What follows belongs to an exercise in optimizing a design on an open flow for small area; a production flow would make more cautious choices.
The RTL was checked by simulation tests, not by an equivalence proof against the original design.
The clock port is modelled as an ideal driver, which makes a skipped or thinned clock tree look cheaper than it is; a real chip needs a root buffer or a tree.

## branch umber
Design snake_game_ctrl, start of the top module:
module snake_game_ctrl
#(
    parameter int MAX_LEN  = 64,
    parameter int INIT_LEN = 3
) (
    input  logic       clk,
    input  logic       reset,
    input  logic       tick,
    input  logic       dir_valid,
    input  logic [1:0] dir,
    input  logic [3:0] apple_x,
    input  logic [3:0] apple_y,
    output logic       draw_valid,
    input  logic       draw_ready,
    output logic [3:0] draw_x,
    output logic [3:0] draw_y,
    output logic [1:0] draw_color,
    output logic [3:0] head_x,
    output logic [3:0] head_y,
    output logic [8:0] length,
    output logic [7:0] score,
    output logic       apple_eaten,
    output logic       busy,
    output logic       game_over
);
Size in the first run: ~470 cells after synthesis, ~160 flip-flops, ~54 I/O pins, roughly 4800 µm² of cells after synthesis.
Settings: LEC_CHECK=0, CAP_MARGIN=0, CORE_MARGIN=2, CORE_UTILIZATION=70, GPL_TIMING_DRIVEN=0, SLEW_MARGIN=0; clock period 12.0 ns.
standard.sh (not shown) runs the stock make flow with config.mk's settings and CLKGATE_MAP_FILE= SYNTH_SCRIPT=/design/flow/synth_recipe.tcl, a recipe that flattens the netlist after the stock synthesis.
==> flow/flow/run.sh <==
#!/bin/bash
# Own layout flow: the standard ORFS flow (standard.sh) with changes that only affect how
# the cells are chosen and the clock is buffered:
#  1. Synthesis is ORFS's synth.tcl through synth_recipe.tcl (same registers, names, flattening
#     and renaming as the standard synthesis), without the adder pre-mapping, and with ABC
#     mapping the combinational logic with an area-oriented script. Each flow/abc*.script is
#     tried and the one giving the smallest synthesised area is used for the layout.
#  3. The clock tree is built by flow/mcts.tcl inside ORFS's CTS step (in place of
#     clock_tree_synthesis): the clock port drives one root inverter (inv_16), which drives
#     inv_8 leaf inverters, one per cluster of flip-flops (two inversions, so the flip-flops see
#     the clock's own polarity); leaves are added until the estimated clock-pin slew is under
#     the limit. The rest of the CTS step (legalisation, timing repair) is ORFS's.
# Every tool's output goes to log files in the work folder (and ORFS's logs under orfs*/).
set -euo pipefail
W=$(pwd)
F=$W/flow

# ORFS scripts, with the CTS step's clock_tree_synthesis call replaced
rm -rf "$W/scripts"
cp -r "$FLOW_HOME/scripts" "$W/scripts"
sed -i "s#^log_cmd clock_tree_synthesis {\*}\$cts_args#source $F/mcts.tcl\nmanual_cts_auto 6 16 sky130_fd_sc_hd__inv_8 sky130_fd_sc_hd__inv_16 122#" "$W/scripts/cts.tcl"
grep -q "^manual_cts_auto" "$W/scripts/cts.tcl"
# global placement: remove synthesis buffers even without timing-driven placement
sed -i '0,/^if { \$::env(GPL_TIMING_DRIVEN) } {$/s//if { 1 } {/' "$W/scripts/global_place.tcl"
grep -A1 "^if { 1 } {" "$W/scripts/global_place.tcl" | grep -q remove_buffers
export SCRIPTS_DIR=$W/scripts
export BUFFER_PORTS_ARGS="-buffer_cell sky130_fd_sc_hd__buf_1"

# synthesis script: synth_recipe.tcl, with synth.tcl's ABC call using $::env(OWN_ABC_SCRIPT)
sed "s#^\s*log_cmd abc {\*}\$abc_args#  log_cmd abc {*}[lreplace \$abc_args 1 1 \$::env(OWN_ABC_SCRIPT)]#" \
    "$W/scripts/synth.tcl" > "$W/scripts/synth_area.tcl"
grep -q "OWN_ABC_SCRIPT" "$W/scripts/synth_area.tcl"
{
    head -n 1 "$W/synth_recipe.tcl"
    echo "source $W/scripts/synth_area.tcl"
    tail -n +3 "$W/synth_recipe.tcl"
} > "$W/own_synth.tcl"
sed -n 2p "$W/synth_recipe.tcl" | grep -q "^source .*synth.tcl"

sed "s#SYNTH_SCRIPT=[^ ]*#SYNTH_SCRIPT=$W/own_synth.tcl ADDER_MAP_FILE=#" "$W/standard.sh" > "$W/own_standard.sh"
grep -q "SYNTH_SCRIPT=$W/own_synth.tcl" "$W/own_standard.sh"

# try each ABC script in a scratch ORFS folder; keep the smallest
best=""; best_area=""
for s in "$F"/abc*.script; do
    n=$(basename "$s" .script)
    sed "s#WORK_HOME=[^ ]*#WORK_HOME=$W/try_$n#" "$W/own_standard.sh" > "$W/try_$n.sh"
    if OWN_ABC_SCRIPT=$s bash "$W/try_$n.sh" synth > "$W/try_$n.log" 2>&1; then
        a=$(sed -n "s/.*Chip area for module '.snake_game_ctrl': *\([0-9.]*\).*/\1/p" \
            "$W"/try_$n/reports/*/snake_game_ctrl/base/synth_stat.txt | head -n 1)
        echo "$n $a" >> "$W/abc_choice.log"
        if [[ -n "$a" ]] && { [[ -z "$best" ]] || awk "BEGIN{exit !($a < $best_area)}"; }; then
            best=$s; best_area=$a
        fi
    fi
done
[[ -n "$best" ]]
echo "chosen $best $best_area" >> "$W/abc_choice.log"

OWN_ABC_SCRIPT=$best bash "$W/own_standard.sh" finish > "$W/own_flow.log" 2>&1
Other scripts of this flow, unchanged in this note and not shown: flow/flow/abc1.script, flow/flow/abc10.script, flow/flow/abc2.script, flow/flow/abc3.script, flow/flow/abc4.script, flow/flow/abc5.script, flow/flow/abc6.script, flow/flow/abc7.script, flow/flow/abc8.script, flow/flow/abc9.script, flow/flow/mcts.tcl
Changes in branch indigo relative to branch umber:
Settings: swapping 70 for 60 in CORE_UTILIZATION.
diff --git a/flow/flow/run.sh b/flow/flow/run.sh
--- a/flow/flow/run.sh
+++ b/flow/flow/run.sh
@@ -19,5 +19,5 @@
 rm -rf "$W/scripts"
 cp -r "$FLOW_HOME/scripts" "$W/scripts"
-sed -i "s#^log_cmd clock_tree_synthesis {\*}\$cts_args#source $F/mcts.tcl\nmanual_cts_auto 6 16 sky130_fd_sc_hd__inv_8 sky130_fd_sc_hd__inv_16 122#" "$W/scripts/cts.tcl"
+sed -i "s#^log_cmd clock_tree_synthesis {\*}\$cts_args#source $F/mcts.tcl\nmanual_cts_auto 7 16 sky130_fd_sc_hd__inv_8 sky130_fd_sc_hd__inv_16 125#" "$W/scripts/cts.tcl"
 grep -q "^manual_cts_auto" "$W/scripts/cts.tcl"
 # global placement: remove synthesis buffers even without timing-driven placement
## What came out
Measured against each other, branch indigo and branch umber differ in highest achievable clock rate, the lower figure coming from branch indigo.
Measured against each other, branch indigo and branch umber differ in synthesized area divided by synthesized cell count, the higher figure coming from branch indigo.
branch umber → branch indigo: layout overhead on the synthesized area now sits higher, share of flip-flops with an asynchronous set or reset did not really move.
In every run of this note, the design's own scripts or RTL, not TritonCTS, make the clock network.

## afterwards: timing with drivers on the ports
The results above use ideal ports. As a check the final layouts listed here were re-extracted and re-timed, cells and wires unchanged. Step 1 (the two cells are an assumption about what drives the block):
set clk [get_ports {clk}]
set_driving_cell -lib_cell sky130_fd_sc_hd__clkbuf_16 $clk
set_driving_cell -lib_cell sky130_fd_sc_hd__buf_2 [delete_from_list [all_inputs] $clk]
Step 2, shift: input delay + t, output delay - t, t = (earliest + latest rising clock arrival at the registers) / 2. This alone moves slack from input paths to output paths. Slacks: ideal / step 1 / step 2; pairs: ideal / step 1.
| run | shift t [ns] | setup slack, ns | hold WS [ns] | worst setup path at the end | clock arrival spread, ns |
|---|---|---|---|---|---|
| branch umber | 0.229 | 5.390 / 5.363 / 5.363 | 0.332 / 0.332 / 0.332 | input to output | 0.029 / 0.028 |
| branch indigo | 0.230 | 5.262 / 5.241 / 5.241 | 0.326 / 0.326 / 0.326 | input to output | 0.018 / 0.018 |
After both steps setup and hold are still met in every run listed. The setup slack of branch umber, which loses most, moves by -0.027 ns with the drivers and by -0.027 ns with both steps.
